From an optimization exercise on the open Yosys and OpenROAD flow, aimed at small area, a short achievable clock period and few clock cycles per item; shortcuts taken in it are not production practice. Only simulation tests tie the RTL to the original design; equivalence was not proved. Power and IR drop assume default switching activity.

==> flow/design.v <==
`default_nettype none
package axf_pkg;
        localparam int COORD_W   = 16;                   
        localparam int DATA_W    = 32;
        localparam int ADDR_W    = 6;
        localparam int CTRL_BITS = 3;
        localparam logic [5:0] ADDR_CONTROL = 6'h00;
        localparam logic [5:0] ADDR_STATUS  = 6'h04;
        localparam logic [5:0] ADDR_A       = 6'h08;
        localparam logic [5:0] ADDR_B       = 6'h0C;
        localparam logic [5:0] ADDR_D       = 6'h10;
        localparam logic [5:0] ADDR_E       = 6'h14;
        localparam logic [5:0] ADDR_TX      = 6'h18;
        localparam logic [5:0] ADDR_TY      = 6'h1C;
        localparam logic [5:0] ADDR_XIN     = 6'h20;
        localparam logic [5:0] ADDR_YIN     = 6'h24;
        localparam logic [5:0] ADDR_XOUT    = 6'h28;
        localparam logic [5:0] ADDR_YOUT    = 6'h2C;
endpackage
`default_nettype wire
`default_nettype none
module axf_regfile (
        input  logic        clk,
        input  logic        rst_n,
        input  logic [5:0]  address_i,
        input  logic [31:0] data_in_i,
        input  logic [1:0]  data_write_n_i,
        output logic [15:0] a_o, b_o, d_o, e_o, tx_o, ty_o, x_o, y_o,
        output logic [7:0]  set_o,           
        output logic [7:0]  wr_sel_o,        
        output logic [15:0] wr_val_o,        
        output logic [2:0]  ctrl_o,
        output logic        start_o
);
        logic        write_en;
        logic [15:0] wr_val;
        logic [7:0]  wr_sel;
        logic [15:0] a_q, b_q, d_q, e_q, tx_q, ty_q, x_q, y_q;
        logic [7:0]  set_q;
        logic [2:0]  ctrl_q;
        assign write_en = (data_write_n_i != 2'b11);
        assign wr_val   = data_in_i[15:0];
        always_comb begin
                wr_sel = '0;
                if (write_en) begin
                        case (address_i)
                                axf_pkg::ADDR_A:   wr_sel[0] = 1'b1;
                                axf_pkg::ADDR_B:   wr_sel[1] = 1'b1;
                                axf_pkg::ADDR_D:   wr_sel[2] = 1'b1;
                                axf_pkg::ADDR_E:   wr_sel[3] = 1'b1;
                                axf_pkg::ADDR_TX:  wr_sel[4] = 1'b1;
                                axf_pkg::ADDR_TY:  wr_sel[5] = 1'b1;
                                axf_pkg::ADDR_XIN: wr_sel[6] = 1'b1;
                                axf_pkg::ADDR_YIN: wr_sel[7] = 1'b1;
                                default: ;
                        endcase
                end
        end
        always_ff @(posedge clk) begin
                if (wr_sel[0]) a_q  <= wr_val;
                if (wr_sel[1]) b_q  <= wr_val;
                if (wr_sel[2]) d_q  <= wr_val;
                if (wr_sel[3]) e_q  <= wr_val;
                if (wr_sel[4]) tx_q <= wr_val;
                if (wr_sel[5]) ty_q <= wr_val;
                if (wr_sel[6]) x_q  <= wr_val;
                if (wr_sel[7]) y_q  <= wr_val;
        end
        always_ff @(posedge clk or negedge rst_n) begin
                if (!rst_n) begin
                        set_q  <= '0;
                        ctrl_q <= '0;
                end else begin
                        set_q <= set_q | wr_sel;
                        if (write_en && address_i == axf_pkg::ADDR_CONTROL)
                                ctrl_q <= data_in_i[2:0];
                end
        end
        assign start_o = write_en && (address_i == axf_pkg::ADDR_CONTROL) && data_in_i[0];
        assign a_o = a_q;  assign b_o = b_q;  assign d_o = d_q;  assign e_o = e_q;
        assign tx_o = tx_q; assign ty_o = ty_q; assign x_o = x_q; assign y_o = y_q;
        assign set_o    = set_q;
        assign wr_sel_o = wr_sel;
        assign wr_val_o = wr_val;
        assign ctrl_o   = ctrl_q;
endmodule
`default_nettype wire
`default_nettype none
module axf_engine (
        input  logic        clk,
        input  logic        rst_n,
        input  logic        start_i,
        input  logic [7:0]  wr_sel_i,        
        input  logic [15:0] wr_val_i,
        input  logic [15:0] a_i, b_i, d_i, e_i, tx_i, ty_i, x_i, y_i,
        input  logic [7:0]  set_i,           
        output logic        busy_o,
        output logic [15:0] res_x_o,
        output logic [15:0] res_y_o
);
        logic        op_sx_q, op_sy_q, op_x_q, op_y_q;
        logic        op_sx_d, op_sy_d, op_x_d, op_y_d;
        logic [15:0] opc_q, opv_q;               
        logic        k_tx_q, k_ty_q;             
        logic        sx_stale_q, sy_stale_q;     
        logic        sx_stale_d, sy_stale_d;
        logic [15:0] sx_q, sy_q;
        logic        busy_q, need_x_q;           
        logic        busy_d, need_x_d;
        logic [15:0] res_x_q, res_y_q;
        logic        wr_by, wr_dx, run;
        logic [7:0]  set_d;
        logic [15:0] c_reg, v_reg, opc_d, opv_d, op_k, mac_p;
        logic        c_new, v_new;
        assign wr_by = wr_sel_i[1] | wr_sel_i[7] | wr_sel_i[4];
        assign wr_dx = wr_sel_i[2] | wr_sel_i[6] | wr_sel_i[5];
        assign sx_stale_d = wr_by || (sx_stale_q && !op_sx_q);
        assign sy_stale_d = wr_dx || (sy_stale_q && !op_sy_q);
        assign busy_d     = busy_q ? !op_y_q : start_i;
        assign need_x_d   = busy_q ? (need_x_q && !op_x_q) : start_i;
        assign set_d      = set_i | wr_sel_i;
        assign run     = busy_d && !sx_stale_d && !sy_stale_d;
        assign op_sx_d = sx_stale_d;
        assign op_sy_d = !sx_stale_d && sy_stale_d;
        assign op_x_d  = run && need_x_d;
        assign op_y_d  = run && !need_x_d;
        assign c_reg = ({16{op_sx_d && set_d[1]}} & b_i) | ({16{op_sy_d && set_d[2]}} & d_i)
                     | ({16{op_x_d  && set_d[0]}} & a_i) | ({16{op_y_d  && set_d[3]}} & e_i);
        assign c_new = (op_sx_d && wr_sel_i[1]) || (op_sy_d && wr_sel_i[2])
                     || (op_x_d && wr_sel_i[0]) || (op_y_d && wr_sel_i[3]);
        assign opc_d = c_new ? wr_val_i : c_reg;
        assign v_reg = ({16{(op_sx_d || op_y_d) && set_d[7]}} & y_i)
                     | ({16{(op_sy_d || op_x_d) && set_d[6]}} & x_i);
        assign v_new = ((op_sx_d || op_y_d) && wr_sel_i[7]) || ((op_sy_d || op_x_d) && wr_sel_i[6]);
        assign opv_d = v_new ? wr_val_i : v_reg;
        always_ff @(posedge clk) begin
                opc_q <= opc_d;
                opv_q <= opv_d;
        end
        always_ff @(posedge clk or negedge rst_n) begin
                if (!rst_n) begin
                        op_sx_q    <= 1'b0;
                        op_sy_q    <= 1'b0;
                        op_x_q     <= 1'b0;
                        op_y_q     <= 1'b0;
                        k_tx_q     <= 1'b0;
                        k_ty_q     <= 1'b0;
                        sx_stale_q <= 1'b1;
                        sy_stale_q <= 1'b1;
                        busy_q     <= 1'b0;
                        need_x_q   <= 1'b0;
                end else begin
                        op_sx_q    <= op_sx_d;
                        op_sy_q    <= op_sy_d;
                        op_x_q     <= op_x_d;
                        op_y_q     <= op_y_d;
                        k_tx_q     <= op_sx_d && set_d[4];
                        k_ty_q     <= op_sy_d && set_d[5];
                        sx_stale_q <= sx_stale_d;
                        sy_stale_q <= sy_stale_d;
                        busy_q     <= busy_d;
                        need_x_q   <= need_x_d;
                end
        end
        assign op_k = ({16{k_tx_q}} & tx_i) | ({16{k_ty_q}} & ty_i)
                    | ({16{op_x_q}} & sx_q) | ({16{op_y_q}} & sy_q);
        axf_mac mac_inst (
                .c      (opc_q),
                .v      (opv_q),
                .k1     (op_k),
                .p      (mac_p)
        );
        always_ff @(posedge clk) begin
                if (op_sx_q) sx_q <= mac_p;
                if (op_sy_q) sy_q <= mac_p;
                if (op_x_q)  res_x_q <= mac_p;
                if (op_y_q)  res_y_q <= mac_p;
        end
        assign busy_o  = busy_q;
        assign res_x_o = res_x_q;
        assign res_y_o = res_y_q;
endmodule
`default_nettype wire
`default_nettype none
module axf_mac (
        input  wire [15:0] c,
        input  wire [15:0] v,
        input  wire [15:0] k1,
        output wire [15:0] p
);
wire t_1 = (c[0] & v[12]) ^ (c[1] & v[11]);
wire t_2 = (c[0] & v[12]) & (c[1] & v[11]);
wire t_3 = (c[0] & v[13]) ^ (c[1] & v[12]) ^ (c[2] & v[11]);
wire t_4 = ((c[0] & v[13]) & (c[1] & v[12])) | ((c[0] & v[13]) & (c[2] & v[11])) | ((c[1] & v[12]) & (c[2] & v[11]));
wire t_5 = (c[3] & v[10]) ^ (c[4] & v[9]);
wire t_6 = (c[3] & v[10]) & (c[4] & v[9]);
wire t_7 = (c[0] & v[14]) ^ (c[1] & v[13]) ^ (c[2] & v[12]);
wire t_8 = ((c[0] & v[14]) & (c[1] & v[13])) | ((c[0] & v[14]) & (c[2] & v[12])) | ((c[1] & v[13]) & (c[2] & v[12]));
wire t_9 = (c[3] & v[11]) ^ (c[4] & v[10]) ^ (c[5] & v[9]);
wire t_10 = ((c[3] & v[11]) & (c[4] & v[10])) | ((c[3] & v[11]) & (c[5] & v[9])) | ((c[4] & v[10]) & (c[5] & v[9]));
wire t_11 = (c[6] & v[8]) ^ (c[7] & v[7]);
wire t_12 = (c[6] & v[8]) & (c[7] & v[7]);
wire t_13 = ~(c[0] & v[15]) ^ (c[1] & v[14]) ^ (c[2] & v[13]);
wire t_14 = (~(c[0] & v[15]) & (c[1] & v[14])) | (~(c[0] & v[15]) & (c[2] & v[13])) | ((c[1] & v[14]) & (c[2] & v[13]));
wire t_15 = (c[3] & v[12]) ^ (c[4] & v[11]) ^ (c[5] & v[10]);
wire t_16 = ((c[3] & v[12]) & (c[4] & v[11])) | ((c[3] & v[12]) & (c[5] & v[10])) | ((c[4] & v[11]) & (c[5] & v[10]));
wire t_17 = (c[6] & v[9]) ^ (c[7] & v[8]) ^ (c[8] & v[7]);
wire t_18 = ((c[6] & v[9]) & (c[7] & v[8])) | ((c[6] & v[9]) & (c[8] & v[7])) | ((c[7] & v[8]) & (c[8] & v[7]));
wire t_19 = (c[9] & v[6]) ^ (c[10] & v[5]);
wire t_20 = (c[9] & v[6]) & (c[10] & v[5]);
wire t_21 = 1'b1 ^ ~(c[1] & v[15]) ^ (c[2] & v[14]);
wire t_22 = (1'b1 & ~(c[1] & v[15])) | (1'b1 & (c[2] & v[14])) | (~(c[1] & v[15]) & (c[2] & v[14]));
wire t_23 = (c[3] & v[13]) ^ (c[4] & v[12]) ^ (c[5] & v[11]);
wire t_24 = ((c[3] & v[13]) & (c[4] & v[12])) | ((c[3] & v[13]) & (c[5] & v[11])) | ((c[4] & v[12]) & (c[5] & v[11]));
wire t_25 = (c[6] & v[10]) ^ (c[7] & v[9]) ^ (c[8] & v[8]);
wire t_26 = ((c[6] & v[10]) & (c[7] & v[9])) | ((c[6] & v[10]) & (c[8] & v[8])) | ((c[7] & v[9]) & (c[8] & v[8]));
wire t_27 = (c[9] & v[7]) ^ (c[10] & v[6]) ^ (c[11] & v[5]);
wire t_28 = ((c[9] & v[7]) & (c[10] & v[6])) | ((c[9] & v[7]) & (c[11] & v[5])) | ((c[10] & v[6]) & (c[11] & v[5]));
wire t_29 = ~(c[2] & v[15]) ^ (c[3] & v[14]) ^ (c[4] & v[13]);
wire t_30 = (~(c[2] & v[15]) & (c[3] & v[14])) | (~(c[2] & v[15]) & (c[4] & v[13])) | ((c[3] & v[14]) & (c[4] & v[13]));
wire t_31 = (c[5] & v[12]) ^ (c[6] & v[11]) ^ (c[7] & v[10]);
wire t_32 = ((c[5] & v[12]) & (c[6] & v[11])) | ((c[5] & v[12]) & (c[7] & v[10])) | ((c[6] & v[11]) & (c[7] & v[10]));
wire t_33 = (c[8] & v[9]) ^ (c[9] & v[8]) ^ (c[10] & v[7]);
wire t_34 = ((c[8] & v[9]) & (c[9] & v[8])) | ((c[8] & v[9]) & (c[10] & v[7])) | ((c[9] & v[8]) & (c[10] & v[7]));
wire t_35 = ~(c[3] & v[15]) ^ (c[4] & v[14]) ^ (c[5] & v[13]);
wire t_36 = (~(c[3] & v[15]) & (c[4] & v[14])) | (~(c[3] & v[15]) & (c[5] & v[13])) | ((c[4] & v[14]) & (c[5] & v[13]));
wire t_37 = (c[6] & v[12]) ^ (c[7] & v[11]) ^ (c[8] & v[10]);
wire t_38 = ((c[6] & v[12]) & (c[7] & v[11])) | ((c[6] & v[12]) & (c[8] & v[10])) | ((c[7] & v[11]) & (c[8] & v[10]));
wire t_39 = ~(c[4] & v[15]) ^ (c[5] & v[14]) ^ (c[6] & v[13]);
wire t_40 = (~(c[4] & v[15]) & (c[5] & v[14])) | (~(c[4] & v[15]) & (c[6] & v[13])) | ((c[5] & v[14]) & (c[6] & v[13]));
wire t_41 = (c[0] & v[8]) ^ (c[1] & v[7]);
wire t_42 = (c[0] & v[8]) & (c[1] & v[7]);
wire t_43 = (c[0] & v[9]) ^ (c[1] & v[8]) ^ (c[2] & v[7]);
wire t_44 = ((c[0] & v[9]) & (c[1] & v[8])) | ((c[0] & v[9]) & (c[2] & v[7])) | ((c[1] & v[8]) & (c[2] & v[7]));
wire t_45 = (c[3] & v[6]) ^ (c[4] & v[5]);
wire t_46 = (c[3] & v[6]) & (c[4] & v[5]);
wire t_47 = (c[0] & v[10]) ^ (c[1] & v[9]) ^ (c[2] & v[8]);
wire t_48 = ((c[0] & v[10]) & (c[1] & v[9])) | ((c[0] & v[10]) & (c[2] & v[8])) | ((c[1] & v[9]) & (c[2] & v[8]));
wire t_49 = (c[3] & v[7]) ^ (c[4] & v[6]) ^ (c[5] & v[5]);
wire t_50 = ((c[3] & v[7]) & (c[4] & v[6])) | ((c[3] & v[7]) & (c[5] & v[5])) | ((c[4] & v[6]) & (c[5] & v[5]));
wire t_51 = (c[6] & v[4]) ^ (c[7] & v[3]);
wire t_52 = (c[6] & v[4]) & (c[7] & v[3]);
wire t_53 = (c[0] & v[11]) ^ (c[1] & v[10]) ^ (c[2] & v[9]);
wire t_54 = ((c[0] & v[11]) & (c[1] & v[10])) | ((c[0] & v[11]) & (c[2] & v[9])) | ((c[1] & v[10]) & (c[2] & v[9]));
wire t_55 = (c[3] & v[8]) ^ (c[4] & v[7]) ^ (c[5] & v[6]);
wire t_56 = ((c[3] & v[8]) & (c[4] & v[7])) | ((c[3] & v[8]) & (c[5] & v[6])) | ((c[4] & v[7]) & (c[5] & v[6]));
wire t_57 = (c[6] & v[5]) ^ (c[7] & v[4]) ^ (c[8] & v[3]);
wire t_58 = ((c[6] & v[5]) & (c[7] & v[4])) | ((c[6] & v[5]) & (c[8] & v[3])) | ((c[7] & v[4]) & (c[8] & v[3]));
wire t_59 = (c[9] & v[2]) ^ (c[10] & v[1]);
wire t_60 = (c[9] & v[2]) & (c[10] & v[1]);
wire t_61 = (c[2] & v[10]) ^ (c[3] & v[9]) ^ (c[4] & v[8]);
wire t_62 = ((c[2] & v[10]) & (c[3] & v[9])) | ((c[2] & v[10]) & (c[4] & v[8])) | ((c[3] & v[9]) & (c[4] & v[8]));
wire t_63 = (c[5] & v[7]) ^ (c[6] & v[6]) ^ (c[7] & v[5]);
wire t_64 = ((c[5] & v[7]) & (c[6] & v[6])) | ((c[5] & v[7]) & (c[7] & v[5])) | ((c[6] & v[6]) & (c[7] & v[5]));
wire t_65 = (c[8] & v[4]) ^ (c[9] & v[3]) ^ (c[10] & v[2]);
wire t_66 = ((c[8] & v[4]) & (c[9] & v[3])) | ((c[8] & v[4]) & (c[10] & v[2])) | ((c[9] & v[3]) & (c[10] & v[2]));
wire t_67 = (c[11] & v[1]) ^ (c[12] & v[0]) ^ t_1;
wire t_68 = ((c[11] & v[1]) & (c[12] & v[0])) | ((c[11] & v[1]) & t_1) | ((c[12] & v[0]) & t_1);
wire t_69 = (c[5] & v[8]) ^ (c[6] & v[7]) ^ (c[7] & v[6]);
wire t_70 = ((c[5] & v[8]) & (c[6] & v[7])) | ((c[5] & v[8]) & (c[7] & v[6])) | ((c[6] & v[7]) & (c[7] & v[6]));
wire t_71 = (c[8] & v[5]) ^ (c[9] & v[4]) ^ (c[10] & v[3]);
wire t_72 = ((c[8] & v[5]) & (c[9] & v[4])) | ((c[8] & v[5]) & (c[10] & v[3])) | ((c[9] & v[4]) & (c[10] & v[3]));
wire t_73 = (c[11] & v[2]) ^ (c[12] & v[1]) ^ (c[13] & v[0]);
wire t_74 = ((c[11] & v[2]) & (c[12] & v[1])) | ((c[11] & v[2]) & (c[13] & v[0])) | ((c[12] & v[1]) & (c[13] & v[0]));
wire t_75 = t_2 ^ t_5 ^ t_3;
wire t_76 = (t_2 & t_5) | (t_2 & t_3) | (t_5 & t_3);
wire t_77 = (c[8] & v[6]) ^ (c[9] & v[5]) ^ (c[10] & v[4]);
wire t_78 = ((c[8] & v[6]) & (c[9] & v[5])) | ((c[8] & v[6]) & (c[10] & v[4])) | ((c[9] & v[5]) & (c[10] & v[4]));
wire t_79 = (c[11] & v[3]) ^ (c[12] & v[2]) ^ (c[13] & v[1]);
wire t_80 = ((c[11] & v[3]) & (c[12] & v[2])) | ((c[11] & v[3]) & (c[13] & v[1])) | ((c[12] & v[2]) & (c[13] & v[1]));
wire t_81 = (c[14] & v[0]) ^ t_6 ^ t_11;
wire t_82 = ((c[14] & v[0]) & t_6) | ((c[14] & v[0]) & t_11) | (t_6 & t_11);
wire t_83 = t_4 ^ t_7 ^ t_9;
wire t_84 = (t_4 & t_7) | (t_4 & t_9) | (t_7 & t_9);
wire t_85 = (c[11] & v[4]) ^ (c[12] & v[3]) ^ (c[13] & v[2]);
wire t_86 = ((c[11] & v[4]) & (c[12] & v[3])) | ((c[11] & v[4]) & (c[13] & v[2])) | ((c[12] & v[3]) & (c[13] & v[2]));
wire t_87 = (c[14] & v[1]) ^ ~(c[15] & v[0]) ^ t_12;
wire t_88 = ((c[14] & v[1]) & ~(c[15] & v[0])) | ((c[14] & v[1]) & t_12) | (~(c[15] & v[0]) & t_12);
wire t_89 = t_19 ^ t_8 ^ t_10;
wire t_90 = (t_19 & t_8) | (t_19 & t_10) | (t_8 & t_10);
wire t_91 = t_13 ^ t_15 ^ t_17;
wire t_92 = (t_13 & t_15) | (t_13 & t_17) | (t_15 & t_17);
wire t_93 = (c[12] & v[4]) ^ (c[13] & v[3]) ^ (c[14] & v[2]);
wire t_94 = ((c[12] & v[4]) & (c[13] & v[3])) | ((c[12] & v[4]) & (c[14] & v[2])) | ((c[13] & v[3]) & (c[14] & v[2]));
wire t_95 = ~(c[15] & v[1]) ^ t_20 ^ t_14;
wire t_96 = (~(c[15] & v[1]) & t_20) | (~(c[15] & v[1]) & t_14) | (t_20 & t_14);
wire t_97 = t_16 ^ t_18 ^ t_21;
wire t_98 = (t_16 & t_18) | (t_16 & t_21) | (t_18 & t_21);
wire t_99 = t_23 ^ t_25 ^ t_27;
wire t_100 = (t_23 & t_25) | (t_23 & t_27) | (t_25 & t_27);
wire t_101 = (c[11] & v[6]) ^ (c[12] & v[5]) ^ (c[13] & v[4]);
wire t_102 = ((c[11] & v[6]) & (c[12] & v[5])) | ((c[11] & v[6]) & (c[13] & v[4])) | ((c[12] & v[5]) & (c[13] & v[4]));
wire t_103 = (c[14] & v[3]) ^ ~(c[15] & v[2]) ^ t_22;
wire t_104 = ((c[14] & v[3]) & ~(c[15] & v[2])) | ((c[14] & v[3]) & t_22) | (~(c[15] & v[2]) & t_22);
wire t_105 = t_24 ^ t_26 ^ t_28;
wire t_106 = (t_24 & t_26) | (t_24 & t_28) | (t_26 & t_28);
wire t_107 = t_29 ^ t_31 ^ t_33;
wire t_108 = (t_29 & t_31) | (t_29 & t_33) | (t_31 & t_33);
wire t_109 = (c[9] & v[9]) ^ (c[10] & v[8]) ^ (c[11] & v[7]);
wire t_110 = ((c[9] & v[9]) & (c[10] & v[8])) | ((c[9] & v[9]) & (c[11] & v[7])) | ((c[10] & v[8]) & (c[11] & v[7]));
wire t_111 = (c[12] & v[6]) ^ (c[13] & v[5]) ^ (c[14] & v[4]);
wire t_112 = ((c[12] & v[6]) & (c[13] & v[5])) | ((c[12] & v[6]) & (c[14] & v[4])) | ((c[13] & v[5]) & (c[14] & v[4]));
wire t_113 = ~(c[15] & v[3]) ^ t_30 ^ t_32;
wire t_114 = (~(c[15] & v[3]) & t_30) | (~(c[15] & v[3]) & t_32) | (t_30 & t_32);
wire t_115 = t_34 ^ t_35 ^ t_37;
wire t_116 = (t_34 & t_35) | (t_34 & t_37) | (t_35 & t_37);
wire t_117 = (c[7] & v[12]) ^ (c[8] & v[11]) ^ (c[9] & v[10]);
wire t_118 = ((c[7] & v[12]) & (c[8] & v[11])) | ((c[7] & v[12]) & (c[9] & v[10])) | ((c[8] & v[11]) & (c[9] & v[10]));
wire t_119 = (c[10] & v[9]) ^ (c[11] & v[8]) ^ (c[12] & v[7]);
wire t_120 = ((c[10] & v[9]) & (c[11] & v[8])) | ((c[10] & v[9]) & (c[12] & v[7])) | ((c[11] & v[8]) & (c[12] & v[7]));
wire t_121 = (c[13] & v[6]) ^ (c[14] & v[5]) ^ ~(c[15] & v[4]);
wire t_122 = ((c[13] & v[6]) & (c[14] & v[5])) | ((c[13] & v[6]) & ~(c[15] & v[4])) | ((c[14] & v[5]) & ~(c[15] & v[4]));
wire t_123 = t_36 ^ t_38 ^ t_39;
wire t_124 = (t_36 & t_38) | (t_36 & t_39) | (t_38 & t_39);
wire t_125 = ~(c[5] & v[15]) ^ (c[6] & v[14]) ^ (c[7] & v[13]);
wire t_126 = (~(c[5] & v[15]) & (c[6] & v[14])) | (~(c[5] & v[15]) & (c[7] & v[13])) | ((c[6] & v[14]) & (c[7] & v[13]));
wire t_127 = (c[8] & v[12]) ^ (c[9] & v[11]) ^ (c[10] & v[10]);
wire t_128 = ((c[8] & v[12]) & (c[9] & v[11])) | ((c[8] & v[12]) & (c[10] & v[10])) | ((c[9] & v[11]) & (c[10] & v[10]));
wire t_129 = (c[11] & v[9]) ^ (c[12] & v[8]) ^ (c[13] & v[7]);
wire t_130 = ((c[11] & v[9]) & (c[12] & v[8])) | ((c[11] & v[9]) & (c[13] & v[7])) | ((c[12] & v[8]) & (c[13] & v[7]));
wire t_131 = (c[14] & v[6]) ^ ~(c[15] & v[5]) ^ t_40;
wire t_132 = ((c[14] & v[6]) & ~(c[15] & v[5])) | ((c[14] & v[6]) & t_40) | (~(c[15] & v[5]) & t_40);
wire t_133 = ~(c[6] & v[15]) ^ (c[7] & v[14]) ^ (c[8] & v[13]);
wire t_134 = (~(c[6] & v[15]) & (c[7] & v[14])) | (~(c[6] & v[15]) & (c[8] & v[13])) | ((c[7] & v[14]) & (c[8] & v[13]));
wire t_135 = (c[9] & v[12]) ^ (c[10] & v[11]) ^ (c[11] & v[10]);
wire t_136 = ((c[9] & v[12]) & (c[10] & v[11])) | ((c[9] & v[12]) & (c[11] & v[10])) | ((c[10] & v[11]) & (c[11] & v[10]));
wire t_137 = (c[12] & v[9]) ^ (c[13] & v[8]) ^ (c[14] & v[7]);
wire t_138 = ((c[12] & v[9]) & (c[13] & v[8])) | ((c[12] & v[9]) & (c[14] & v[7])) | ((c[13] & v[8]) & (c[14] & v[7]));
wire t_139 = ~(c[7] & v[15]) ^ (c[8] & v[14]) ^ (c[9] & v[13]);
wire t_140 = (~(c[7] & v[15]) & (c[8] & v[14])) | (~(c[7] & v[15]) & (c[9] & v[13])) | ((c[8] & v[14]) & (c[9] & v[13]));
wire t_141 = (c[10] & v[12]) ^ (c[11] & v[11]) ^ (c[12] & v[10]);
wire t_142 = ((c[10] & v[12]) & (c[11] & v[11])) | ((c[10] & v[12]) & (c[12] & v[10])) | ((c[11] & v[11]) & (c[12] & v[10]));
wire t_143 = ~(c[8] & v[15]) ^ (c[9] & v[14]) ^ (c[10] & v[13]);
wire t_144 = (~(c[8] & v[15]) & (c[9] & v[14])) | (~(c[8] & v[15]) & (c[10] & v[13])) | ((c[9] & v[14]) & (c[10] & v[13]));
wire t_145 = (c[0] & v[6]) ^ (c[1] & v[5]);
wire t_146 = (c[0] & v[6]) & (c[1] & v[5]);
wire t_147 = (c[0] & v[7]) ^ (c[1] & v[6]) ^ (c[2] & v[5]);
wire t_148 = ((c[0] & v[7]) & (c[1] & v[6])) | ((c[0] & v[7]) & (c[2] & v[5])) | ((c[1] & v[6]) & (c[2] & v[5]));
wire t_149 = (c[3] & v[4]) ^ (c[4] & v[3]);
wire t_150 = (c[3] & v[4]) & (c[4] & v[3]);
wire t_151 = (c[2] & v[6]) ^ (c[3] & v[5]) ^ (c[4] & v[4]);
wire t_152 = ((c[2] & v[6]) & (c[3] & v[5])) | ((c[2] & v[6]) & (c[4] & v[4])) | ((c[3] & v[5]) & (c[4] & v[4]));
wire t_153 = (c[5] & v[3]) ^ (c[6] & v[2]) ^ (c[7] & v[1]);
wire t_154 = ((c[5] & v[3]) & (c[6] & v[2])) | ((c[5] & v[3]) & (c[7] & v[1])) | ((c[6] & v[2]) & (c[7] & v[1]));
wire t_155 = (c[8] & v[0]) ^ t_41;
wire t_156 = (c[8] & v[0]) & t_41;
wire t_157 = (c[5] & v[4]) ^ (c[6] & v[3]) ^ (c[7] & v[2]);
wire t_158 = ((c[5] & v[4]) & (c[6] & v[3])) | ((c[5] & v[4]) & (c[7] & v[2])) | ((c[6] & v[3]) & (c[7] & v[2]));
wire t_159 = (c[8] & v[1]) ^ (c[9] & v[0]) ^ t_42;
wire t_160 = ((c[8] & v[1]) & (c[9] & v[0])) | ((c[8] & v[1]) & t_42) | ((c[9] & v[0]) & t_42);
wire t_161 = t_45 ^ t_43 ^ k1[1];
wire t_162 = (t_45 & t_43) | (t_45 & k1[1]) | (t_43 & k1[1]);
wire t_163 = (c[8] & v[2]) ^ (c[9] & v[1]) ^ (c[10] & v[0]);
wire t_164 = ((c[8] & v[2]) & (c[9] & v[1])) | ((c[8] & v[2]) & (c[10] & v[0])) | ((c[9] & v[1]) & (c[10] & v[0]));
wire t_165 = t_46 ^ t_51 ^ t_44;
wire t_166 = (t_46 & t_51) | (t_46 & t_44) | (t_51 & t_44);
wire t_167 = t_47 ^ t_49 ^ k1[2];
wire t_168 = (t_47 & t_49) | (t_47 & k1[2]) | (t_49 & k1[2]);
wire t_169 = (c[11] & v[0]) ^ t_52 ^ t_59;
wire t_170 = ((c[11] & v[0]) & t_52) | ((c[11] & v[0]) & t_59) | (t_52 & t_59);
wire t_171 = t_48 ^ t_50 ^ t_53;
wire t_172 = (t_48 & t_50) | (t_48 & t_53) | (t_50 & t_53);
wire t_173 = t_55 ^ t_57 ^ k1[3];
wire t_174 = (t_55 & t_57) | (t_55 & k1[3]) | (t_57 & k1[3]);
wire t_175 = t_60 ^ t_54 ^ t_56;
wire t_176 = (t_60 & t_54) | (t_60 & t_56) | (t_54 & t_56);
wire t_177 = t_58 ^ t_61 ^ t_63;
wire t_178 = (t_58 & t_61) | (t_58 & t_63) | (t_61 & t_63);
wire t_179 = t_65 ^ t_67 ^ k1[4];
wire t_180 = (t_65 & t_67) | (t_65 & k1[4]) | (t_67 & k1[4]);
wire t_181 = t_62 ^ t_64 ^ t_66;
wire t_182 = (t_62 & t_64) | (t_62 & t_66) | (t_64 & t_66);
wire t_183 = t_69 ^ t_71 ^ t_73;
wire t_184 = (t_69 & t_71) | (t_69 & t_73) | (t_71 & t_73);
wire t_185 = t_68 ^ k1[5] ^ t_75;
wire t_186 = (t_68 & k1[5]) | (t_68 & t_75) | (k1[5] & t_75);
wire t_187 = t_70 ^ t_72 ^ t_74;
wire t_188 = (t_70 & t_72) | (t_70 & t_74) | (t_72 & t_74);
wire t_189 = t_77 ^ t_79 ^ t_81;
wire t_190 = (t_77 & t_79) | (t_77 & t_81) | (t_79 & t_81);
wire t_191 = t_76 ^ k1[6] ^ t_83;
wire t_192 = (t_76 & k1[6]) | (t_76 & t_83) | (k1[6] & t_83);
wire t_193 = t_78 ^ t_80 ^ t_85;
wire t_194 = (t_78 & t_80) | (t_78 & t_85) | (t_80 & t_85);
wire t_195 = t_87 ^ t_82 ^ t_89;
wire t_196 = (t_87 & t_82) | (t_87 & t_89) | (t_82 & t_89);
wire t_197 = t_84 ^ k1[7] ^ t_91;
wire t_198 = (t_84 & k1[7]) | (t_84 & t_91) | (k1[7] & t_91);
wire t_199 = t_86 ^ t_93 ^ t_88;
wire t_200 = (t_86 & t_93) | (t_86 & t_88) | (t_93 & t_88);
wire t_201 = t_90 ^ t_95 ^ t_92;
wire t_202 = (t_90 & t_95) | (t_90 & t_92) | (t_95 & t_92);
wire t_203 = k1[8] ^ t_97 ^ t_99;
wire t_204 = (k1[8] & t_97) | (k1[8] & t_99) | (t_97 & t_99);
wire t_205 = t_94 ^ t_101 ^ t_96;
wire t_206 = (t_94 & t_101) | (t_94 & t_96) | (t_101 & t_96);
wire t_207 = t_103 ^ t_105 ^ t_98;
wire t_208 = (t_103 & t_105) | (t_103 & t_98) | (t_105 & t_98);
wire t_209 = t_100 ^ k1[9] ^ t_107;
wire t_210 = (t_100 & k1[9]) | (t_100 & t_107) | (k1[9] & t_107);
wire t_211 = t_102 ^ t_109 ^ t_111;
wire t_212 = (t_102 & t_109) | (t_102 & t_111) | (t_109 & t_111);
wire t_213 = t_104 ^ t_106 ^ t_113;
wire t_214 = (t_104 & t_106) | (t_104 & t_113) | (t_106 & t_113);
wire t_215 = t_108 ^ k1[10] ^ t_115;
wire t_216 = (t_108 & k1[10]) | (t_108 & t_115) | (k1[10] & t_115);
wire t_217 = t_110 ^ t_112 ^ t_117;
wire t_218 = (t_110 & t_112) | (t_110 & t_117) | (t_112 & t_117);
wire t_219 = t_119 ^ t_121 ^ t_114;
wire t_220 = (t_119 & t_121) | (t_119 & t_114) | (t_121 & t_114);
wire t_221 = t_116 ^ k1[11] ^ t_123;
wire t_222 = (t_116 & k1[11]) | (t_116 & t_123) | (k1[11] & t_123);
wire t_223 = t_118 ^ t_120 ^ t_122;
wire t_224 = (t_118 & t_120) | (t_118 & t_122) | (t_120 & t_122);
wire t_225 = t_125 ^ t_127 ^ t_129;
wire t_226 = (t_125 & t_127) | (t_125 & t_129) | (t_127 & t_129);
wire t_227 = t_131 ^ t_124 ^ k1[12];
wire t_228 = (t_131 & t_124) | (t_131 & k1[12]) | (t_124 & k1[12]);
wire t_229 = ~(c[15] & v[6]) ^ t_126 ^ t_128;
wire t_230 = (~(c[15] & v[6]) & t_126) | (~(c[15] & v[6]) & t_128) | (t_126 & t_128);
wire t_231 = t_130 ^ t_133 ^ t_135;
wire t_232 = (t_130 & t_133) | (t_130 & t_135) | (t_133 & t_135);
wire t_233 = t_137 ^ t_132 ^ k1[13];
wire t_234 = (t_137 & t_132) | (t_137 & k1[13]) | (t_132 & k1[13]);
wire t_235 = (c[13] & v[9]) ^ (c[14] & v[8]) ^ ~(c[15] & v[7]);
wire t_236 = ((c[13] & v[9]) & (c[14] & v[8])) | ((c[13] & v[9]) & ~(c[15] & v[7])) | ((c[14] & v[8]) & ~(c[15] & v[7]));
wire t_237 = t_134 ^ t_136 ^ t_138;
wire t_238 = (t_134 & t_136) | (t_134 & t_138) | (t_136 & t_138);
wire t_239 = t_139 ^ t_141 ^ k1[14];
wire t_240 = (t_139 & t_141) | (t_139 & k1[14]) | (t_141 & k1[14]);
wire t_241 = (c[11] & v[12]) ^ (c[12] & v[11]) ^ (c[13] & v[10]);
wire t_242 = ((c[11] & v[12]) & (c[12] & v[11])) | ((c[11] & v[12]) & (c[13] & v[10])) | ((c[12] & v[11]) & (c[13] & v[10]));
wire t_243 = (c[14] & v[9]) ^ ~(c[15] & v[8]) ^ t_140;
wire t_244 = ((c[14] & v[9]) & ~(c[15] & v[8])) | ((c[14] & v[9]) & t_140) | (~(c[15] & v[8]) & t_140);
wire t_245 = t_142 ^ t_143 ^ k1[15];
wire t_246 = (t_142 & t_143) | (t_142 & k1[15]) | (t_143 & k1[15]);
wire t_247 = (c[0] & v[4]) ^ (c[1] & v[3]);
wire t_248 = (c[0] & v[4]) & (c[1] & v[3]);
wire t_249 = (c[0] & v[5]) ^ (c[1] & v[4]) ^ (c[2] & v[3]);
wire t_250 = ((c[0] & v[5]) & (c[1] & v[4])) | ((c[0] & v[5]) & (c[2] & v[3])) | ((c[1] & v[4]) & (c[2] & v[3]));
wire t_251 = (c[3] & v[2]) ^ (c[4] & v[1]);
wire t_252 = (c[3] & v[2]) & (c[4] & v[1]);
wire t_253 = (c[2] & v[4]) ^ (c[3] & v[3]) ^ (c[4] & v[2]);
wire t_254 = ((c[2] & v[4]) & (c[3] & v[3])) | ((c[2] & v[4]) & (c[4] & v[2])) | ((c[3] & v[3]) & (c[4] & v[2]));
wire t_255 = (c[5] & v[1]) ^ (c[6] & v[0]) ^ t_145;
wire t_256 = ((c[5] & v[1]) & (c[6] & v[0])) | ((c[5] & v[1]) & t_145) | ((c[6] & v[0]) & t_145);
wire t_257 = (c[5] & v[2]) ^ (c[6] & v[1]) ^ (c[7] & v[0]);
wire t_258 = ((c[5] & v[2]) & (c[6] & v[1])) | ((c[5] & v[2]) & (c[7] & v[0])) | ((c[6] & v[1]) & (c[7] & v[0]));
wire t_259 = t_146 ^ t_149 ^ t_147;
wire t_260 = (t_146 & t_149) | (t_146 & t_147) | (t_149 & t_147);
wire t_261 = t_150 ^ t_148 ^ t_151;
wire t_262 = (t_150 & t_148) | (t_150 & t_151) | (t_148 & t_151);
wire t_263 = t_153 ^ t_155 ^ k1[0];
wire t_264 = (t_153 & t_155) | (t_153 & k1[0]) | (t_155 & k1[0]);
wire t_265 = t_152 ^ t_154 ^ t_157;
wire t_266 = (t_152 & t_154) | (t_152 & t_157) | (t_154 & t_157);
wire t_267 = t_156 ^ t_159 ^ t_161;
wire t_268 = (t_156 & t_159) | (t_156 & t_161) | (t_159 & t_161);
wire t_269 = t_158 ^ t_163 ^ t_160;
wire t_270 = (t_158 & t_163) | (t_158 & t_160) | (t_163 & t_160);
wire t_271 = t_165 ^ t_162 ^ t_167;
wire t_272 = (t_165 & t_162) | (t_165 & t_167) | (t_162 & t_167);
wire t_273 = t_164 ^ t_169 ^ t_166;
wire t_274 = (t_164 & t_169) | (t_164 & t_166) | (t_169 & t_166);
wire t_275 = t_171 ^ t_168 ^ t_173;
wire t_276 = (t_171 & t_168) | (t_171 & t_173) | (t_168 & t_173);
wire t_277 = t_170 ^ t_175 ^ t_172;
wire t_278 = (t_170 & t_175) | (t_170 & t_172) | (t_175 & t_172);
wire t_279 = t_177 ^ t_174 ^ t_179;
wire t_280 = (t_177 & t_174) | (t_177 & t_179) | (t_174 & t_179);
wire t_281 = t_176 ^ t_181 ^ t_178;
wire t_282 = (t_176 & t_181) | (t_176 & t_178) | (t_181 & t_178);
wire t_283 = t_183 ^ t_180 ^ t_185;
wire t_284 = (t_183 & t_180) | (t_183 & t_185) | (t_180 & t_185);
wire t_285 = t_182 ^ t_187 ^ t_184;
wire t_286 = (t_182 & t_187) | (t_182 & t_184) | (t_187 & t_184);
wire t_287 = t_189 ^ t_186 ^ t_191;
wire t_288 = (t_189 & t_186) | (t_189 & t_191) | (t_186 & t_191);
wire t_289 = t_188 ^ t_193 ^ t_190;
wire t_290 = (t_188 & t_193) | (t_188 & t_190) | (t_193 & t_190);
wire t_291 = t_195 ^ t_192 ^ t_197;
wire t_292 = (t_195 & t_192) | (t_195 & t_197) | (t_192 & t_197);
wire t_293 = t_194 ^ t_199 ^ t_196;
wire t_294 = (t_194 & t_199) | (t_194 & t_196) | (t_199 & t_196);
wire t_295 = t_198 ^ t_201 ^ t_203;
wire t_296 = (t_198 & t_201) | (t_198 & t_203) | (t_201 & t_203);
wire t_297 = t_200 ^ t_205 ^ t_202;
wire t_298 = (t_200 & t_205) | (t_200 & t_202) | (t_205 & t_202);
wire t_299 = t_204 ^ t_207 ^ t_209;
wire t_300 = (t_204 & t_207) | (t_204 & t_209) | (t_207 & t_209);
wire t_301 = t_211 ^ t_206 ^ t_208;
wire t_302 = (t_211 & t_206) | (t_211 & t_208) | (t_206 & t_208);
wire t_303 = t_213 ^ t_210 ^ t_215;
wire t_304 = (t_213 & t_210) | (t_213 & t_215) | (t_210 & t_215);
wire t_305 = t_212 ^ t_217 ^ t_219;
wire t_306 = (t_212 & t_217) | (t_212 & t_219) | (t_217 & t_219);
wire t_307 = t_214 ^ t_216 ^ t_221;
wire t_308 = (t_214 & t_216) | (t_214 & t_221) | (t_216 & t_221);
wire t_309 = t_223 ^ t_218 ^ t_225;
wire t_310 = (t_223 & t_218) | (t_223 & t_225) | (t_218 & t_225);
wire t_311 = t_220 ^ t_222 ^ t_227;
wire t_312 = (t_220 & t_222) | (t_220 & t_227) | (t_222 & t_227);
wire t_313 = t_224 ^ t_229 ^ t_226;
wire t_314 = (t_224 & t_229) | (t_224 & t_226) | (t_229 & t_226);
wire t_315 = t_231 ^ t_228 ^ t_233;
wire t_316 = (t_231 & t_228) | (t_231 & t_233) | (t_228 & t_233);
wire t_317 = t_235 ^ t_230 ^ t_237;
wire t_318 = (t_235 & t_230) | (t_235 & t_237) | (t_230 & t_237);
wire t_319 = t_232 ^ t_234 ^ t_239;
wire t_320 = (t_232 & t_234) | (t_232 & t_239) | (t_234 & t_239);
wire t_321 = t_236 ^ t_241 ^ t_238;
wire t_322 = (t_236 & t_241) | (t_236 & t_238) | (t_241 & t_238);
wire t_323 = t_243 ^ t_240 ^ t_245;
wire t_324 = (t_243 & t_240) | (t_243 & t_245) | (t_240 & t_245);
wire t_325 = (c[0] & v[3]) ^ (c[1] & v[2]);
wire t_326 = (c[0] & v[3]) & (c[1] & v[2]);
wire t_327 = (c[2] & v[2]) ^ (c[3] & v[1]) ^ (c[4] & v[0]);
wire t_328 = ((c[2] & v[2]) & (c[3] & v[1])) | ((c[2] & v[2]) & (c[4] & v[0])) | ((c[3] & v[1]) & (c[4] & v[0]));
wire t_329 = (c[5] & v[0]) ^ t_248 ^ t_251;
wire t_330 = ((c[5] & v[0]) & t_248) | ((c[5] & v[0]) & t_251) | (t_248 & t_251);
wire t_331 = t_252 ^ t_250 ^ t_253;
wire t_332 = (t_252 & t_250) | (t_252 & t_253) | (t_250 & t_253);
wire t_333 = t_254 ^ t_257 ^ t_256;
wire t_334 = (t_254 & t_257) | (t_254 & t_256) | (t_257 & t_256);
wire t_335 = t_258 ^ t_260 ^ t_261;
wire t_336 = (t_258 & t_260) | (t_258 & t_261) | (t_260 & t_261);
wire t_337 = t_262 ^ t_265 ^ t_264;
wire t_338 = (t_262 & t_265) | (t_262 & t_264) | (t_265 & t_264);
wire t_339 = t_266 ^ t_269 ^ t_268;
wire t_340 = (t_266 & t_269) | (t_266 & t_268) | (t_269 & t_268);
wire t_341 = t_270 ^ t_273 ^ t_272;
wire t_342 = (t_270 & t_273) | (t_270 & t_272) | (t_273 & t_272);
wire t_343 = t_274 ^ t_277 ^ t_276;
wire t_344 = (t_274 & t_277) | (t_274 & t_276) | (t_277 & t_276);
wire t_345 = t_278 ^ t_281 ^ t_280;
wire t_346 = (t_278 & t_281) | (t_278 & t_280) | (t_281 & t_280);
wire t_347 = t_282 ^ t_285 ^ t_284;
wire t_348 = (t_282 & t_285) | (t_282 & t_284) | (t_285 & t_284);
wire t_349 = t_286 ^ t_289 ^ t_288;
wire t_350 = (t_286 & t_289) | (t_286 & t_288) | (t_289 & t_288);
wire t_351 = t_290 ^ t_293 ^ t_292;
wire t_352 = (t_290 & t_293) | (t_290 & t_292) | (t_293 & t_292);
wire t_353 = t_294 ^ t_297 ^ t_296;
wire t_354 = (t_294 & t_297) | (t_294 & t_296) | (t_297 & t_296);
wire t_355 = t_298 ^ t_301 ^ t_300;
wire t_356 = (t_298 & t_301) | (t_298 & t_300) | (t_301 & t_300);
wire t_357 = t_302 ^ t_305 ^ t_304;
wire t_358 = (t_302 & t_305) | (t_302 & t_304) | (t_305 & t_304);
wire t_359 = t_309 ^ t_306 ^ t_308;
wire t_360 = (t_309 & t_306) | (t_309 & t_308) | (t_306 & t_308);
wire t_361 = t_310 ^ t_313 ^ t_312;
wire t_362 = (t_310 & t_313) | (t_310 & t_312) | (t_313 & t_312);
wire t_363 = t_314 ^ t_317 ^ t_316;
wire t_364 = (t_314 & t_317) | (t_314 & t_316) | (t_317 & t_316);
wire t_365 = t_321 ^ t_318 ^ t_320;
wire t_366 = (t_321 & t_318) | (t_321 & t_320) | (t_318 & t_320);
wire t_367 = (c[0] & v[2]) ^ (c[1] & v[1]);
wire t_368 = (c[0] & v[2]) & (c[1] & v[1]);
wire t_369 = (c[2] & v[1]) ^ (c[3] & v[0]) ^ t_325;
wire t_370 = ((c[2] & v[1]) & (c[3] & v[0])) | ((c[2] & v[1]) & t_325) | ((c[3] & v[0]) & t_325);
wire t_371 = t_326 ^ t_247 ^ t_327;
wire t_372 = (t_326 & t_247) | (t_326 & t_327) | (t_247 & t_327);
wire t_373 = t_328 ^ t_249 ^ t_329;
wire t_374 = (t_328 & t_249) | (t_328 & t_329) | (t_249 & t_329);
wire t_375 = t_330 ^ t_255 ^ t_331;
wire t_376 = (t_330 & t_255) | (t_330 & t_331) | (t_255 & t_331);
wire t_377 = t_332 ^ t_259 ^ t_333;
wire t_378 = (t_332 & t_259) | (t_332 & t_333) | (t_259 & t_333);
wire t_379 = t_334 ^ t_263 ^ t_335;
wire t_380 = (t_334 & t_263) | (t_334 & t_335) | (t_263 & t_335);
wire t_381 = t_336 ^ t_337 ^ t_267;
wire t_382 = (t_336 & t_337) | (t_336 & t_267) | (t_337 & t_267);
wire t_383 = t_338 ^ t_271 ^ t_339;
wire t_384 = (t_338 & t_271) | (t_338 & t_339) | (t_271 & t_339);
wire t_385 = t_275 ^ t_340 ^ t_341;
wire t_386 = (t_275 & t_340) | (t_275 & t_341) | (t_340 & t_341);
wire t_387 = t_279 ^ t_342 ^ t_343;
wire t_388 = (t_279 & t_342) | (t_279 & t_343) | (t_342 & t_343);
wire t_389 = t_283 ^ t_344 ^ t_345;
wire t_390 = (t_283 & t_344) | (t_283 & t_345) | (t_344 & t_345);
wire t_391 = t_287 ^ t_346 ^ t_347;
wire t_392 = (t_287 & t_346) | (t_287 & t_347) | (t_346 & t_347);
wire t_393 = t_291 ^ t_348 ^ t_349;
wire t_394 = (t_291 & t_348) | (t_291 & t_349) | (t_348 & t_349);
wire t_395 = t_295 ^ t_350 ^ t_351;
wire t_396 = (t_295 & t_350) | (t_295 & t_351) | (t_350 & t_351);
wire t_397 = t_299 ^ t_352 ^ t_353;
wire t_398 = (t_299 & t_352) | (t_299 & t_353) | (t_352 & t_353);
wire t_399 = t_303 ^ t_354 ^ t_355;
wire t_400 = (t_303 & t_354) | (t_303 & t_355) | (t_354 & t_355);
wire t_401 = t_307 ^ t_356 ^ t_357;
wire t_402 = (t_307 & t_356) | (t_307 & t_357) | (t_356 & t_357);
wire t_403 = t_311 ^ t_358 ^ t_359;
wire t_404 = (t_311 & t_358) | (t_311 & t_359) | (t_358 & t_359);
wire t_405 = t_315 ^ t_360 ^ t_361;
wire t_406 = (t_315 & t_360) | (t_315 & t_361) | (t_360 & t_361);
wire t_407 = t_319 ^ t_362 ^ t_363;
wire t_408 = (t_319 & t_362) | (t_319 & t_363) | (t_362 & t_363);
wire t_409 = t_323 ^ t_364 ^ t_365;
wire t_410 = (t_323 & t_364) | (t_323 & t_365) | (t_364 & t_365);
wire [23:0] r0 = {t_409, t_407, t_405, t_403, t_401, t_399, t_397, t_395, t_393, t_391, t_389, t_387, t_385, t_383, t_381, t_379, t_377, t_375, t_373, t_371, t_369, (c[2] & v[0]), (c[0] & v[1]), (c[0] & v[0])};
wire [23:0] r1 = {t_408, t_406, t_404, t_402, t_400, t_398, t_396, t_394, t_392, t_390, t_388, t_386, t_384, t_382, t_380, t_378, t_376, t_374, t_372, t_370, t_368, t_367, (c[1] & v[0]), 1'b0};
wire [23:0] s = r0 + r1;
assign p = s[23:8];
endmodule
`default_nettype wire
`default_nettype none
module axf_readback (
        input  logic        clk,
        input  logic        rst_n,
        input  logic [5:0]  address_i,
        input  logic [2:0]  ctrl_i,
        input  logic        start_i,
        input  logic        busy_i,
        input  logic [15:0] res_x_i,
        input  logic [15:0] res_y_i,
        output logic [31:0] data_out_o
);
        logic done_q;
        logic done;
        logic sel_x, sel_y;
        always_ff @(posedge clk or negedge rst_n) begin
                if (!rst_n)
                        done_q <= 1'b0;
                else if (start_i && !busy_i)
                        done_q <= 1'b0;
                else if (busy_i)
                        done_q <= 1'b1;
        end
        assign done = done_q && !busy_i;
        assign sel_x = (address_i == axf_pkg::ADDR_XOUT) && done;
        assign sel_y = (address_i == axf_pkg::ADDR_YOUT) && done;
        always_comb begin
                data_out_o = '0;
                if (address_i == axf_pkg::ADDR_CONTROL)
                        data_out_o[2:0] = ctrl_i;
                if (address_i == axf_pkg::ADDR_STATUS)
                        data_out_o[1:0] = {busy_i, done};
                data_out_o = data_out_o
                           | ({32{sel_x}} & {{16{res_x_i[15]}}, res_x_i})
                           | ({32{sel_y}} & {{16{res_y_i[15]}}, res_y_i});
        end
endmodule
`default_nettype wire
`default_nettype none
module axf_top (
        input  logic        clk,
        input  logic        rst_n,
        input  logic [5:0]  address_i,
        input  logic [31:0] data_in_i,
        input  logic [1:0]  data_write_n_i,
        output logic [31:0] data_out_o
);
        logic [15:0] a, b, d, e, tx, ty, x, y;
        logic [2:0]  ctrl;
        logic [7:0]  set;
        logic [7:0]  wr_sel;
        logic [15:0] wr_val;
        logic        start;
        logic        busy;
        logic [15:0] res_x, res_y;
        axf_regfile regfile_inst (
                .clk            (clk),
                .rst_n          (rst_n),
                .address_i      (address_i),
                .data_in_i      (data_in_i),
                .data_write_n_i (data_write_n_i),
                .a_o (a), .b_o (b), .d_o (d), .e_o (e),
                .tx_o (tx), .ty_o (ty), .x_o (x), .y_o (y),
                .set_o          (set),
                .ctrl_o         (ctrl),
                .wr_sel_o       (wr_sel),
                .wr_val_o       (wr_val),
                .start_o        (start)
        );
        axf_engine engine_inst (
                .clk            (clk),
                .rst_n          (rst_n),
                .start_i        (start),
                .wr_sel_i       (wr_sel),
                .wr_val_i       (wr_val),
                .a_i (a), .b_i (b), .d_i (d), .e_i (e),
                .tx_i (tx), .ty_i (ty), .x_i (x), .y_i (y),
                .set_i          (set),
                .busy_o         (busy),
                .res_x_o        (res_x),
                .res_y_o        (res_y)
        );
        axf_readback readback_inst (
                .clk            (clk),
                .rst_n          (rst_n),
                .address_i      (address_i),
                .ctrl_i         (ctrl),
                .start_i        (start),
                .busy_i         (busy),
                .res_x_i        (res_x),
                .res_y_i        (res_y),
                .data_out_o     (data_out_o)
        );
endmodule
`default_nettype wire
==> flow/run.sh <==
#!/bin/bash
# synth_recipe.tcl (not shown) runs the flow's synth.tcl, then flattens the netlist and writes it again
# the make line also repeats each setting of config.mk as NAME=value (left out here)
make -C /OpenROAD-flow-scripts/flow DESIGN_CONFIG=/design/flow/config.mk WORK_HOME=/design/flow/orfs CLKGATE_MAP_FILE= SYNTH_SCRIPT=/design/flow/synth_recipe.tcl finish
==> flow/config.mk <==
export PLATFORM = sky130hd
export DESIGN_NAME = axf_top
export DESIGN_NICKNAME = axf_top
export VERILOG_FILES = /design/flow/design.v
export SDC_FILE = /design/flow/constraint.sdc
export NUM_CORES = 4
export LEC_CHECK = 0
export CAP_MARGIN = 20
export CORE_MARGIN = 2
export CORE_UTILIZATION = 30
export CTS_BUF_LIST = sky130_fd_sc_hd__clkbuf_4 sky130_fd_sc_hd__clkbuf_8
export SETUP_SLACK_MARGIN = 4.5
export SLEW_MARGIN = 20
==> flow/constraint.sdc <==
create_clock -name core_clock -period 10.0 [get_ports {clk}]
set_input_delay 2.0000 -clock core_clock [delete_from_list [all_inputs] [get_ports {clk}]]
set_output_delay 2.0000 -clock core_clock [all_outputs]
set_load 0.01 [all_outputs]
==> results of run 1 <==
==> power breakdown <==
group          internal, uW  switching (uW)  total, uW
registers              1820             308       2130
clock network           458             393        851
logic                  1630            2280       3920
==> metrics by stage <==
step,util [%],cell area [sq um],worst slack (ps)
after floorplan,-,15730,4622
after detailed placement,32.73,16900,3153
final,35.59,18370,4523
after CTS,35.04,18090,4483
after global placement,32.69,16870,2969
after global routing,35.59,18370,4431
==> worst register-to-register path, cell delays in order, from the launching register on <==
cell and delay, ps:
dfxtp_4 390, and2_4 180, fa_1 530, inv_1 50, fa_1 480, inv_1 50, fa_1 480, inv_1 50
fa_2 330, inv_2 60, fa_1 420, inv_2 90, fa_1 430, inv_2 80, ha_4 210, a21oi_4 160
o21ai_4 80, a211oi_4 250, a2bb2oi_2 250, o311a_1 270, nor3_4 80, xor2_4 190
==> cell families after synthesis <==
family                   synth area share, %
AO/OA/AOI/OAI                          8.090
XOR/XNOR                               1.726
adder cells (fa/ha/maj)                25.93
buffers and inverters                  6.960
flip-flops                             44.24
multiplexers                           1.591
AND/OR/NAND/NOR                        11.45
==> path summary, 6_finish.rpt <==
kind,to,start,slack [ps]
worst min-delay path,regfile_inst.set_q[4],regfile_inst.set_q[4],450
worst max register to register,engine_inst.res_x_q[14],engine_inst.opc_q[3],4600
worst max-delay path,data_out_o[29],address_i[0],4520
max in group asynchronous,engine_inst.sx_stale_q,rst_n,8240
min in group asynchronous,regfile_inst.set_q[2],rst_n,1410
worst min register to register,regfile_inst.set_q[4],regfile_inst.set_q[4],450
==> cells in the final DEF, fill, tap and decap left out, types with 7 or more instances in the layout <==
cell type and instances:
edfxtp_1 192, xor2_1 7, a21oi_1 24, clkdlybuf4s50_1 18, ha_1 32, a221oi_1 7
a22o_1 35, nand2_1 118, a22oi_1 34, xnor2_1 21, mux2_2 8, and2_1 135
dfrtp_1 20, clkbuf_8 40, buf_4 39, inv_1 195, clkdlybuf4s15_2 12, clkbuf_2 11
clkbuf_4 21, buf_2 16, mux2_4 10, fa_1 179, a221o_1 18, dfxtp_4 23
nor2_1 28
==> per-layer routing <==
| metal | global-route usage (%) | routed length [um] | part of all wire (%) |
|---|---|---|---|
| met2 | 24.13 | 19040 | 49 |
| met3 | 2.206 | 1975 | 5.1 |
| met4 | 4.697 | 1026 | 2.6 |
| met1 | 19.33 | 16770 | 43 |
| met5 | 0 | 0 | 0 |
==> area by class of cell <==
cell class                      count  area, sq um  share of cell area [%]
Multi-Input combinational cell    768         8053                   43.84
Clock inverter                     13        82.58                  0.4495
Clock buffer                       61        708.2                   3.855
Sequential cell                   246         7052                   38.39
Tap cell                          680        850.8                   4.632
Inverter                          200        755.7                   4.114
Timing Repair Buffer              105        868.3                   4.727
==> repair_timing <==
| action | 4_1_cts | 5_1_grt |
|---|---|---|
| endpoints found under the setup margin | 68 | 54 |
| setup buffers | 20 | 19 |
| resized for setup | 193 | 56 |
| cloned | 2 | 1 |
| hold buffers | 0 | 0 |
| pin swaps | 18 | 17 |
==> flow_metrics.env, run 1 <==
export IMPL_p_leak_uw=0.007334
export IMPL_cts_tree="yes"
export IMPL_clock_sinks=246
export IMPL_place_congestion=0.8124
export IMPL_syn_inst=1280
export IMPL_die_width_um=233.0
export IMPL_yosysSeqAreaShare_pct=44.24
export IMPL_synth_edf_count=192
export IMPL_power_total_uw=6901
export IMPL_dieArea_sq_um=54280
export IMPL_clockRootBuffer="clkbuf_8"
export IMPL_hold_slack_ps=447.7
export IMPL_worst_ep_arrival_time_ps=3480
export IMPL_synth_ff_type="edfxtp_1"
export IMPL_drtIter0Drc=674
export IMPL_cap_violations=0
export IMPL_timing_final_crit_share_pct=54.77
export IMPL_hold_violations=0
export IMPL_rows=83
export IMPL_coreArea_sq_um=51610
export IMPL_synth_nets=1540
export IMPL_grt_max_degree=34
export IMPL_yosysTopAreaCell="edfxtp_1"
export IMPL_netlist_top_cells_count="199 x inv_1, 192 x edfxtp_1, 180 x fa_1"
export IMPL_setup_viol=0
export IMPL_critical_path_top_delay_family="simple AND/OR/NAND/NOR gates"
export IMPL_ant_nets=0
export IMPL_ys_types=63
export IMPL_hp_class="reg2reg"
export IMPL_dr_total_vias=9809
export IMPL_grt_pass1_wl_um=60060
export IMPL_drc_errors=0
export IMPL_totalWireLength_um=38810
export IMPL_cts_made_buffers=40
export IMPL_yosysWarnings=3
export IMPL_clkTransAtPathRegs_ps=60
export IMPL_clock_fmax_mhz=182.6
export IMPL_p_per_area_nw_per_um2=375.7
export IMPL_die_h_um=233.0
export IMPL_end_kind="primary output"
export IMPL_numPortBuffers=57
export IMPL_vdd_drop_max_v=0.0005171
export IMPL_ys_ff_latch=246
export IMPL_avgRoutedWirePerCell_um=18.72
export IMPL_rsz0062_at_grt="yes"
export IMPL_viasPerCell=4.732
export IMPL_drt_pass1_iterations=5
export IMPL_diodes=0
export IMPL_grt_pass1_vias=10550
export IMPL_drive_gt1_share_pct=19.31
export IMPL_start_util_pct=30.47
export IMPL_crit_chain="buf_2 -> or4b_4 -> nor2_4 -> buf_6 -> buf_6 -> a22o_4 -> clkdlybuf4s15_2"
export IMPL_cp_num_buf_inv=4
export IMPL_final_cells=2073
export IMPL_insertion_delay_ps=540
export IMPL_synth_most_common_cell="inv_1"
export IMPL_finalClockSkew_ps=23.56
export IMPL_grtUsageTotal_pct=14.49
export IMPL_critPathMaxFanout=8
export IMPL_dp_cells=1957
export IMPL_synth_top_area_share_pct=36.66
export IMPL_antenna_found_initial=1
export IMPL_status="complete, no violations"
export IMPL_slew_headroom_pct=27.65
export IMPL_path_class="in2out"
export IMPL_grt_overflow=0
export IMPL_syn_area_sq_um=15730
export IMPL_fin_setup_tns_ps=0
export IMPL_slowest_stage="or4b_4"
export IMPL_nFillCells=4947
export IMPL_nets=1621
export IMPL_area_growth_pct=16.79
export IMPL_synth_area_leaders="edfxtp_1 37%, fa_1 23%, and2_1 5.4%, inv_1 4.7%, dfxtp_1 4.1%"
export IMPL_cp_data_required_time_ps=8000
export IMPL_crit_path_start_kind="input pin"
export IMPL_dp_hpwl_um=26200
export IMPL_clockBufferDepth=3
export IMPL_h_tree_depth=2
export IMPL_slew_viol_final=0
export IMPL_cp_num_cells=7
export IMPL_holdPathStages=1
export IMPL_synth_avg_cell_area_sq_um=12.29
export IMPL_worst_slew_pin_transition_ps=1085
export IMPL_path_common_cell="buf_6"
export IMPL_fin_crit_ps=5477
export IMPL_critPathMaxStageDelay_ps=580
export IMPL_r2r_cells=21
export IMPL_async_reset_ff_share_pct=8.943
export IMPL_io_pins=74
Testbench counts, summed over its fixed seeds: cycles 9,504, transforms 1,152.
==> run 2: changes to the inputs <==
--- a/flow/config.mk
+++ b/flow/config.mk
@@ -8,6 +8,8 @@
 export CAP_MARGIN = 20
 export CORE_MARGIN = 2
 export CORE_UTILIZATION = 30
-export CTS_BUF_LIST = sky130_fd_sc_hd__clkbuf_4 sky130_fd_sc_hd__clkbuf_8
+export CTS_BUF_LIST = sky130_fd_sc_hd__clkbuf_8
+export CTS_CLUSTER_DIAMETER = 50
+export CTS_CLUSTER_SIZE = 16
 export SETUP_SLACK_MARGIN = 4.5
 export SLEW_MARGIN = 20
==> run 2 against run 1 <==
Compared with the run above: non-clock buffer count fell by 5; worst setup slack improved by 14 ps; core utilization fell by 0.63 points; combinational power fell by 7.9%; critical endpoint is now data_out_o[23]; largest power group unchanged; highest routed layer unchanged.
==> flow_metrics.env, run 2 <==
export IMPL_status="complete, no violations"
export IMPL_nets=1599
export IMPL_worst_slew_pin_transition_ps=1060
export IMPL_cts_made_buffers=23
export IMPL_holdPathStages=1
export IMPL_cap_violations=0
export IMPL_grt_pass1_vias=10300
export IMPL_min_to="regfile_inst.set_q[4]"
export IMPL_p_per_area_nw_per_um2=352.8
export IMPL_avgRoutedWirePerCell_um=18.57
export IMPL_rr_startpoint="engine_inst.opc_q[0]"
export IMPL_clockBufferDepth=3
export IMPL_vdd_drop_max_v=0.0005450
export IMPL_synth_area_leaders="edfxtp_1 37%, fa_1 23%, and2_1 5.4%, inv_1 4.7%, dfxtp_1 4.1%"
export IMPL_clock_sinks=246
export IMPL_hold_buffers=0
export IMPL_ys_ff_latch=246
export IMPL_insertion_delay_ps=550
export IMPL_nFillCells=4956
export IMPL_final_cells=2037
export IMPL_clkTransAtPathRegs_ps=90
export IMPL_end_kind="primary output"
export IMPL_area_growth_pct=14.74
export IMPL_timing_final_crit_share_pct=54.63
export IMPL_drc_errors=0
export IMPL_clockRootBuffer="clkbuf_8"
export IMPL_dp_hpwl_um=26200
export IMPL_cts_tree="yes"
export IMPL_slew_headroom_pct=29.33
export IMPL_final_core_util_pct=34.97
export IMPL_dieArea_sq_um=54280
export IMPL_path_common_cell="buf_6"
export IMPL_hold_violations=0
export IMPL_multi_input_area_sq_um=8045
export IMPL_finalClockSkew_ps=27.99
export IMPL_rsz0062_at_grt="yes"
export IMPL_antenna_found_initial=2
export IMPL_slowest_stage="or4b_4"
export IMPL_numPortBuffers=57
export IMPL_synth_edf_count=192
export IMPL_grt_max_degree=34
export IMPL_syn_area_sq_um=15730
export IMPL_p_leak_uw=0.007171
export IMPL_totalWireLength_um=37820
export IMPL_coreArea_sq_um=51610
export IMPL_final_common_cell="inv_1"
export IMPL_drt_pass1_iterations=5
export IMPL_clock_fmax_mhz=183.0
export IMPL_fin_crit_ps=5463
export IMPL_r2r_setup_slack_ps=4630
export IMPL_h_tree_depth=1
export IMPL_grt_pass1_wl_um=58950
export IMPL_die_h_um=233.0
export IMPL_power_total_uw=6367
export IMPL_viasPerCell=4.744
export IMPL_r2r_cells=21
export IMPL_grtUsageTotal_pct=14.16
export IMPL_final_cell_mix="202 x inv_1, 192 x edfxtp_1, 178 x fa_1, 136 x and2_1, 118 x nand2_1"
export IMPL_rows=83
export IMPL_critPathMaxStageDelay_ps=580
export IMPL_grt_overflow=0
export IMPL_synth_ff_type="edfxtp_1"
export IMPL_dp_cells=1957
export IMPL_ant_nets=0
export IMPL_yosysTopAreaCell="edfxtp_1"
export IMPL_setup_viol=0
export IMPL_syn_inst=1280
export IMPL_reg2reg_to="engine_inst.res_y_q[14]"
export IMPL_synth_most_common_cell="inv_1"
export IMPL_ys_types=63
export IMPL_preCtsSetupSlack_ps=3153
export IMPL_async_reset_ff_share_pct=8.943
export IMPL_crit_chain="clkbuf_4 -> or4b_4 -> nor2_4 -> buf_6 -> buf_6 -> a22o_4 -> clkdlybuf4s15_2"
export IMPL_yosysSeqAreaShare_pct=44.24
export IMPL_hp_class="reg2reg"
export IMPL_crit_path_start_kind="input pin"
export IMPL_synth_nets=1540
export IMPL_critical_path_top_delay_family="simple AND/OR/NAND/NOR gates"
export IMPL_regArea_sq_um=7051
export IMPL_dr_total_vias=9663
export IMPL_place_congestion=0.8124
export IMPL_slew_viol_final=0
export IMPL_worst_hold_startpoint="regfile_inst.set_q[4]"
export IMPL_cp_data_required_time_ps=8000
export IMPL_worst_ep_arrival_time_ps=3460
export IMPL_synth_avg_cell_area_sq_um=12.29
export IMPL_io_pins=74
export IMPL_die_width_um=233.0
export IMPL_path_class="in2out"
export IMPL_cp_num_buf_inv=4
export IMPL_fin_ws_ps=4537
export IMPL_yosysWarnings=3
export IMPL_fin_setup_tns_ps=0
export IMPL_synth_top_area_share_pct=36.66
export IMPL_netlist_top_cells_count="199 x inv_1, 192 x edfxtp_1, 180 x fa_1"
export IMPL_critPathMaxFanout=5
export IMPL_drtIter0Drc=605
export IMPL_start_util_pct=30.47
export IMPL_drive_gt1_share_pct=16.74
==> run 2: cell count changes in the layout (fill, tap and decap cells not counted), sizes merged <==
cell | previous run | this run
dlygate4sd2 | 1 | 0
clkinv | 12 | 9
diode | 0 | 1
clkinvlp | 1 | 3
clkbuf | 72 | 33
bufinv | 0 | 2
inv | 200 | 205
buf | 63 | 60
==> run 2: through the flow <==
stage               hold WS [ps]  instance area (sq um)
floorplan                  420.5                  15730
global placement           433.5                  16870
detailed placement         434.5                  16900
CTS                        459.4                  17750
global route               471.3                  18050
finish                     458.4                  18050
==> run 2: worst reg2reg max path: cells and delay by family (launching register included) <==
kind	cells	cell delay, ps
adder cells (fa/ha/maj)	7	2910
flip-flops	1	380
XOR/XNOR	1	260
AO/OA/AOI/OAI	5	960
AND/OR/NAND/NOR	2	240
buffers and inverters	6	390
==> run 2: area by class of cell <==
type / count / area share, %
Multi-Input combinational cell: 768 / 44.58
Tap cell: 680 / 4.714
Antenna cell: 1 / 0.01387
Inverter: 200 / 4.187
Sequential cell: 246 / 39.07
Timing Repair Buffer: 100 / 4.687
Clock buffer: 23 / 1.754
Clock inverter: 19 / 0.9983
==> run 2: what timing repair did <==
action | in CTS | in global routing
resized for setup | 181 | 70
setup endpoints to repair | 68 | 64
buffers inserted | 16 | 19
cloned | 1 | 1
pin swaps | 13 | 16
==> run 2: kinds of logic after synthesis <==
group | synth area share, %
fa+ha+maj | 25.93
flops | 44.24
compound gates | 8.090
simple gates | 11.45
xor+xnor | 1.726
mux | 1.591
buf+inv | 6.960
==> run 2: how the worst max path moves through the flow <==
| stage | from | to | slack [ps] | cells past startpoint |
|---|---|---|---|---|
| after floorplan | address_i[2] | data_out_o[16] | 4620 | 4 |
| after global placement | address_i[2] | data_out_o[25] | 2970 | 5 |
| after detailed placement | address_i[3] | data_out_o[17] | 3150 | 5 |
| after CTS | address_i[2] | data_out_o[17] | 4460 | 7 |
| after global routing | engine_inst.opc_q[3] | engine_inst.res_x_q[14] | 4430 | 21 |
| final | address_i[0] | data_out_o[23] | 4540 | 7 |
==> run 2: routing by layer <==
layer  track usage, %  vias to the layer above  share of wire (%)
met3            1.985                       57                4.5
met2            23.57                      259                 49
met4            4.100                        0                2.7
met1            19.20                     5016                 44
met5                0                        -                  0
li1                 -                     4331                  -
==> run 2: power by group <==
part / internal, uW / total [uW] / switching [uW]
Combinational: 1490 / 3610 / 2110
Clock: 280 / 633 / 353
Sequential: 1820 / 2130 / 304
Total: 3600 / 6370 / 2770

[separate check: timing with driven ports]
The results above use ideal ports. As a check the final layouts listed here were re-extracted and re-timed, cells and wires unchanged.
Step 1 sets driving cells, clkbuf_16 on the clock port and buf_2 on the other inputs (assumed; they add their load-dependent delay and slew).
Step 2 also shifts input and output timing later by t, the mid clock arrival at the registers, as if the neighbouring blocks saw the same clock.
Slacks: no drivers / after step 1 / after step 2; pairs: no drivers / after step 1.
| run | t, ns | setup WS [ns] | worst data-port slew with drivers (ns) | pins driven straight from the clock port |
|---|---|---|---|---|
| run 1 | 0.582 | 4.523 / 4.504 / 4.308 | 0.05 | 1 |
| run 2 | 0.593 | 4.537 / 4.517 / 4.345 | 0.05 | 1 |
After both steps setup and hold are still met in every run listed. For run 1, which loses most, drivers alone change the setup slack by -0.019 ns; drivers and shift together by -0.215 ns.
